Context: an optimization exercise on an open-source flow, tuned for small area, a short achievable clock period and few clock cycles. The choices shown serve that exercise and are no tape-out recipe. The RTL was checked by simulation tests, not by an equivalence proof against the original design.

--- design/flow/design.v ---
package rfes_pkg;
  localparam logic [11:0] EPOCH_YEAR    = 12'd1970;
  localparam logic [11:0] BASE_YEAR     = 12'd2000;
  localparam logic [16:0] SECS_PER_DAY  = 17'd86400;
  localparam logic [16:0] SECS_PER_HOUR = 17'd3600;
  localparam logic [16:0] SECS_PER_MIN  = 17'd60;
  localparam logic [16:0] SECS_PER_SEC  = 17'd1;
  localparam logic [1:0] EPOCH_MOD4   = 2'd2;
  localparam logic [6:0] EPOCH_MOD100 = 7'd70;
  localparam logic [8:0] EPOCH_MOD400 = 9'd370;
  localparam logic CFG_BCD_MODE  = 1'b0;
  localparam logic CFG_TWELVE_HR = 1'b1;
  typedef struct packed {
    logic [7:0] raw_seconds;
    logic [7:0] raw_minutes;
    logic [7:0] raw_hours;
    logic [7:0] raw_monthday;
    logic [7:0] raw_month;
    logic [7:0] raw_year;
  } rfes_in_t;
  typedef struct packed {
    logic [31:0] epoch_seconds;
    logic        field_error;
  } rfes_out_t;
  typedef struct packed {
    logic [7:0] sec;
    logic [7:0] min;
    logic [7:0] hr;
    logic [7:0] day;
    logic [3:0] mon_idx;
    logic       mon_ok;
    logic [7:0] yr;
    logic       err;
  } rfes_dec_t;
  typedef enum logic [3:0] {
    ST_IDLE,
    ST_YEARS,
    ST_DAY,
    ST_MUL_DAY,
    ST_MUL_HR,
    ST_MUL_MIN,
    ST_MUL_SEC,
    ST_LAST,
    ST_OUT
  } rfes_state_t;
  typedef enum logic [3:0] {
    OP_NONE,
    OP_LOAD,
    OP_YEAR,
    OP_MONTH,
    OP_DAY,
    OP_MUL_DAY,
    OP_MUL_HR,
    OP_MUL_MIN,
    OP_MUL_SEC,
    OP_LAST
  } rfes_op_t;
  typedef struct packed {
    rfes_op_t op;
  } rfes_ctrl_t;
  typedef struct packed {
    logic year_done;
  } rfes_stat_t;
  function automatic logic [7:0] bcd_decode(input logic [7:0] b, input logic bcd);
    logic [7:0] hi;
    hi = {4'b0000, b[7:4]};
    if (bcd) begin
      bcd_decode = (hi << 3) + (hi << 1) + {4'b0000, b[3:0]};
    end else begin
      bcd_decode = b;
    end
  endfunction
  function automatic logic [8:0] days_before_month(input logic [3:0] idx);
    case (idx)
      4'd0:    days_before_month = 9'd0;
      4'd1:    days_before_month = 9'd31;
      4'd2:    days_before_month = 9'd59;
      4'd3:    days_before_month = 9'd90;
      4'd4:    days_before_month = 9'd120;
      4'd5:    days_before_month = 9'd151;
      4'd6:    days_before_month = 9'd181;
      4'd7:    days_before_month = 9'd212;
      4'd8:    days_before_month = 9'd243;
      4'd9:    days_before_month = 9'd273;
      4'd10:   days_before_month = 9'd304;
      4'd11:   days_before_month = 9'd334;
      default: days_before_month = 9'd0;
    endcase
  endfunction
  function automatic logic [4:0] month_length(input logic [3:0] idx);
    case (idx)
      4'd1:              month_length = 5'd28;
      4'd3, 4'd5, 4'd8,
      4'd10:             month_length = 5'd30;
      default:           month_length = 5'd31;
    endcase
  endfunction
  function automatic logic [15:0] month_offset(input logic [3:0] mon, input logic leap);
    case ({mon, leap})
      5'd2: month_offset = 16'd10957;
      5'd3: month_offset = 16'd10956;
      5'd4: month_offset = 16'd10988;
      5'd5: month_offset = 16'd10987;
      5'd6: month_offset = 16'd11016;
      5'd7: month_offset = 16'd11016;
      5'd8: month_offset = 16'd11047;
      5'd9: month_offset = 16'd11047;
      5'd10: month_offset = 16'd11077;
      5'd11: month_offset = 16'd11077;
      5'd12: month_offset = 16'd11108;
      5'd13: month_offset = 16'd11108;
      5'd14: month_offset = 16'd11138;
      5'd15: month_offset = 16'd11138;
      5'd16: month_offset = 16'd11169;
      5'd17: month_offset = 16'd11169;
      5'd18: month_offset = 16'd11200;
      5'd19: month_offset = 16'd11200;
      5'd20: month_offset = 16'd11230;
      5'd21: month_offset = 16'd11230;
      5'd22: month_offset = 16'd11261;
      5'd23: month_offset = 16'd11261;
      5'd24: month_offset = 16'd11291;
      5'd25: month_offset = 16'd11291;
      default: month_offset = 16'd0;
    endcase
  endfunction
endpackage
module rtc_fields_to_epoch_seconds_unit (
  input  logic      clk,
  input  logic      rst,
  input  logic      start,
  output logic      busy,
  input  rfes_pkg::rfes_in_t  fields,
  output logic      done,
  output rfes_pkg::rfes_out_t result,
  input  logic      cfg_write,
  input  logic      cfg_index,
  input  logic      cfg_data
);
  logic        bcd_mode;
  logic        twelve_hour_mode;
  always_ff @(posedge clk) begin
    if (rst) begin
      bcd_mode         <= 1'b1;
      twelve_hour_mode <= 1'b0;
    end else if (cfg_write) begin
      case (cfg_index)
        rfes_pkg::CFG_BCD_MODE:  bcd_mode         <= cfg_data;
        rfes_pkg::CFG_TWELVE_HR: twelve_hour_mode <= cfg_data;
        default:       bcd_mode         <= bcd_mode;
      endcase
    end
  end
  assign busy = 1'b0;
  logic [7:0]  sec, min, hr24, day, mon, yr, h12raw, hr12, hr;
  logic        hr12_bad, mon_ok, leap, err_static, day_bad;
  logic [4:0]  mlen;
  logic [15:0] koff;
  logic [15:0] days;
  logic [16:0] sod;
  always_comb begin
    sec    = rfes_pkg::bcd_decode(fields.raw_seconds, bcd_mode);
    min    = rfes_pkg::bcd_decode(fields.raw_minutes, bcd_mode);
    day    = rfes_pkg::bcd_decode(fields.raw_monthday, bcd_mode);
    mon    = rfes_pkg::bcd_decode(fields.raw_month, bcd_mode);
    yr     = rfes_pkg::bcd_decode(fields.raw_year, bcd_mode);
    hr24   = rfes_pkg::bcd_decode(fields.raw_hours, bcd_mode);
    h12raw = rfes_pkg::bcd_decode({1'b0, fields.raw_hours[6:0]}, bcd_mode);
    hr12_bad = (h12raw < 8'd1) || (h12raw > 8'd12);
    hr12   = (h12raw == 8'd12) ? 8'd0 : h12raw;
    if (fields.raw_hours[7]) begin
      hr12 = hr12 + 8'd12;
    end
    hr     = twelve_hour_mode ? hr12 : hr24;
    mon_ok = (mon >= 8'd1) && (mon <= 8'd12);
    leap   = (yr[1:0] == 2'b00);
    mlen   = rfes_pkg::month_length(mon[3:0] - 4'd1);
    if ((mon[3:0] == 4'd2) && leap) begin
      mlen = 5'd29;
    end
    day_bad = (day > {3'd0, mlen});
    err_static = (twelve_hour_mode && hr12_bad) || (sec > 8'd59) || (min > 8'd59) ||
                 (hr > 8'd23) || (yr > 8'd99) || !mon_ok || (day < 8'd1) || day_bad;
    koff = rfes_pkg::month_offset(mon[3:0], leap);
    days = 16'd365 * {8'd0, yr} + {10'd0, yr[7:2]} + koff + {8'd0, day};
    sod  = 17'd3600 * {9'd0, hr} + 17'd60 * {9'd0, min} + {9'd0, sec};
  end
  logic        v_q;
  logic        err_q;
  logic [15:0] days_q;
  logic [16:0] sod_q;
  always_ff @(posedge clk) begin
    if (rst) begin
      v_q <= 1'b0;
    end else begin
      v_q <= start;
    end
  end
  always_ff @(posedge clk) begin
    err_q  <= err_static;
    days_q <= days;
    sod_q  <= sod;
  end
  logic [24:0] hi_part;
  assign hi_part = {9'd0, days_q} * 25'd675 + {15'd0, sod_q[16:7]};
  assign done                 = v_q;
  assign result.epoch_seconds = {hi_part, sod_q[6:0]};
  assign result.field_error   = err_q;
endmodule
--- design/flow/run.sh ---
#!/bin/bash
# synth_recipe.tcl (not shown) runs the flow's synth.tcl, then flattens the netlist and writes it again
# the make line also repeats each setting of config.mk as NAME=value (left out here)
make -C /OpenROAD-flow-scripts/flow DESIGN_CONFIG=/design/flow/config.mk WORK_HOME=/design/flow/orfs CLKGATE_MAP_FILE= SYNTH_SCRIPT=/design/flow/synth_recipe.tcl finish
--- design/flow/config.mk ---
export PLATFORM = sky130hd
export DESIGN_NAME = rtc_fields_to_epoch_seconds_unit
export DESIGN_NICKNAME = rtc_fields_to_epoch_seconds_unit
export VERILOG_FILES = /design/flow/design.v
export SDC_FILE = /design/flow/constraint.sdc
export NUM_CORES = 4
export LEC_CHECK = 0
export CAP_MARGIN = 20
export CORE_MARGIN = 2
export CORE_UTILIZATION = 40
export SLEW_MARGIN = 20
--- design/flow/constraint.sdc ---
create_clock -name core_clock -period 8.0 [get_ports {clk}]
set_input_delay 1.6000 -clock core_clock [delete_from_list [all_inputs] [get_ports {clk}]]
set_output_delay 1.6000 -clock core_clock [all_outputs]
set_load 0.01 [all_outputs]
==> reports/qor.yml <==
core_area_sq_mm: 0.02688
cp-end-kind: "register"
whs_ns: 0.6514
dr.pass1.iters: 4
synth_edf_count: 0
finalCritPeriodShare_pct: 95.46
groute.usage.overall_pct: 16.06
ant_nets: 0
status: "complete, no violations"
path_cells: "clkdlybuf4s50_1 > fa_1 > inv_1 > fa_1 > nand3b_1 > a211o_1 > or3_1 > nand2_1 > ha_1 > o2bb2ai_2 > nor2_1 > ha_1 > fa_1 > fa_1 > fa_1 > xnor2_1 > ha_1 > ha_1 > or4_1 > a31oi_1 > nor2_1 > xor2_1"
vias: 8102
grt_pass1_vias: 8179
rrSetupSlack_ns: 1.97
cpMaxStageDelayCell: "fa_1"
ys_seq_area_share_pct: 6.773
crit_fanout: 3
syn_area_sq_mm: 0.01094
rsz0062_at_grt: "false"
path_class: "in -> reg"
max_slew_margin_pct: 59.33
slew_viol_final: 0
antenna_cells: 0
final_cell_mix: "ha_1, inv_1, fa_1"
hold_violations: 0
dp_hpwl_mm: 19.85
synth_warnings: 1
vias_per_cell: 4.887
cpMostUsedCell: "fa_1"
totalWireLength_mm: 22.34
syn_inst: 1217
final_cells: 1658
dominantRegCellSynth: "dfxtp_1"
insertion_delay_ns: 0.29
max_cap_violations: 0
cp_data_required_time_ns: 8.18
area_growth_pct: 14.36
grt_start_max_net_pins: 33
hp-class: "reg -> reg"
syn_avg_cell_area_sq_um: 8.986
post-route-min-period_ns: 7.637
fin_skew_ns: 0.008540
dp_slack_ns: -0.06581
cp-start-kind: "input pin"
die_x_microns: 169.3
drt_iter0_markers: 236
cts_buffers: 5
worst_pin_slew_ns: 0.6100
synthArstFlopShare_pct: 0
synth.distinct_cells: 66
initial_core_util_pct: 40.69
mostFrequentLayoutCell: "ha_1"
antenna_found_initial: 0
finalWorstSetupSlack_ns: 0.3633
nNetsFinal: 1756
place_inst: 1650
dieArea_sq_mm: 0.02868
clock_sinks: 37
synth_fp_nets: 1657
cp.arrival_ns: 7.82
clk_path_buf_depth: 2
path_clk_slew_ns: 0.06
ys_ff_latch: 37
max_freq_ghz: 0.1309
drive_gt1_share_pct: 5.467
pin_count: 89
die_h_microns: 169.3
cts-root-buf: "clkbuf_16"
grt_pass1_wl_mm: 38.28
grt_remaining_overflow: 0
post_cts_buffers: 0
rows: 60
cts_tree: "yes"
slowest_delay_ns: 0.58
drt-wirelength-per-cell_microns: 13.47
gp_congestion: 0.8582
drc: 0
setup_viol: 0
cts_htree_levels: 2
port_buffers: 87
[area by class of cell]
class                   count  area [sq um]
multi-input cells         896          9090
fillers                  2610         14370
clock inverters             2         37.54
repair buffers            117          1099
well taps                 341         426.7
clock buffers               6         138.9
inverters                 259         972.2
flip-flops and latches     37         742.0
[synth_stat cells (5+ instances only)]
master | count | share of area [%]
a211oi_1 | 8 | 0.55
a21o_1 | 26 | 1.8
a21oi_1 | 66 | 3.0
a31oi_1 | 8 | 0.46
and3_1 | 5 | 0.29
buf_2 | 7 | 0.32
buf_4 | 9 | 0.62
clkbuf_1 | 6 | 0.21
dfxtp_1 | 37 | 6.8
fa_1 | 119 | 22
ha_1 | 267 | 31
inv_1 | 258 | 8.9
mux2_2 | 16 | 1.6
mux2i_1 | 8 | 0.73
nand2_1 | 35 | 1.2
nand2b_1 | 12 | 0.69
nand3_1 | 16 | 0.73
nand3b_1 | 6 | 0.41
nor2_1 | 59 | 2.0
nor2b_1 | 15 | 0.86
nor3_1 | 16 | 0.73
o21a_1 | 9 | 0.62
o21ai_0 | 34 | 1.6
o21bai_1 | 10 | 0.69
o31ai_1 | 5 | 0.34
o41ai_1 | 6 | 0.48
xnor2_1 | 61 | 4.9
xor2_1 | 20 | 1.6
[cells by family after synthesis]
| family | count (synthesis) | synth area share (%) |
|---|---|---|
| DFF | 37 | 6.773 |
| AOI/OAI and AO/OA | 206 | 12.16 |
| muxes | 26 | 2.723 |
| buffers and inverters | 284 | 10.38 |
| adders and majority gates | 386 | 52.33 |
| other | 1 | 0.03429 |
| xor gates and xnor gates | 81 | 6.487 |
| and+or+nand+nor | 196 | 9.108 |
[flip-flops by register name, indices dropped and copies added, names as in the netlist]
signal            count
bcd_mode              1
days_q               16
err_q                 1
sod_q                17
twelve_hour_mode      1
v_q                   1
[through the flow]
stage	setup TNS [ns]	area, sq um	utilization [%]
2_1_floorplan	0	10940	-
5_1_grt	0	12510	46.53
6_report	0	12510	46.53
4_1_cts	0	12470	46.41
3_3_place_gp	0	12300	45.75
3_5_place_dp	-0.06581	12300	45.75
[metal layers]
layer | track usage, % | wire length [microns]
met5 | 0 | 0
met4 | 3.344 | 325
met3 | 1.609 | 642
met2 | 26.46 | 9863
met1 | 22.88 | 11510
[timing repair]
| item | CTS | global route |
|---|---|---|
| endpoints found under the setup margin | 0 | 3 |
| gates resized for setup | 0 | 11 |
| hold buffers | 0 | 0 |
| hold endpoints to repair | 0 | 0 |
[final timing paths]
kind / from / to / cells past startpoint
min reg2reg: twelve_hour_mode / twelve_hour_mode / 2
min: twelve_hour_mode / twelve_hour_mode / 2
max reg2reg: bcd_mode / days_q[15] / 22
max: fields[28] / sod_q[15] / 22
[critical path: cells and delay by family]
| kind | cells | cell delay (ns) |
|---|---|---|
| XOR/XNOR | 2 | 0.28 |
| buffers and inverters | 2 | 0.50 |
| adder cells (fa/ha/maj) | 9 | 3.58 |
| AND/OR/NAND/NOR | 6 | 1.26 |
| AO/OA/AOI/OAI | 3 | 0.60 |
Testbench counts, summed over its fixed seeds: cycles 2,080.

afterwards: timing with drivers on the ports:
The flow's constraints put no driver on any port. The routed layout listed below was extracted and timed again, unchanged, in two steps. Step 1, drivers: a clkbuf_16 drives clk and a buf_2 each remaining input, both assumed. Step 2 adds t to the input delays and takes it off the output delays; t is the mean of the earliest and latest rising clock arrival at the registers after step 1. Input paths then give back, and output paths get back, about the clock's delay inside the block. a / b / c = ideal ports / drivers / drivers and shift; a / b = the first two.
t, ns: 0.326
setup slack, ns: 0.363 / 0.375 / 0.049
hold WS [ns]: 0.651 / 0.651 / 0.651
slew at the worst register clock pin (ns): 0.06 / 0.06
worst slew at a driven data input, ns: 0.05
After both steps this run still meets setup and hold. The setup slack of this run moves by +0.012 ns with the drivers and by -0.314 ns with both steps.
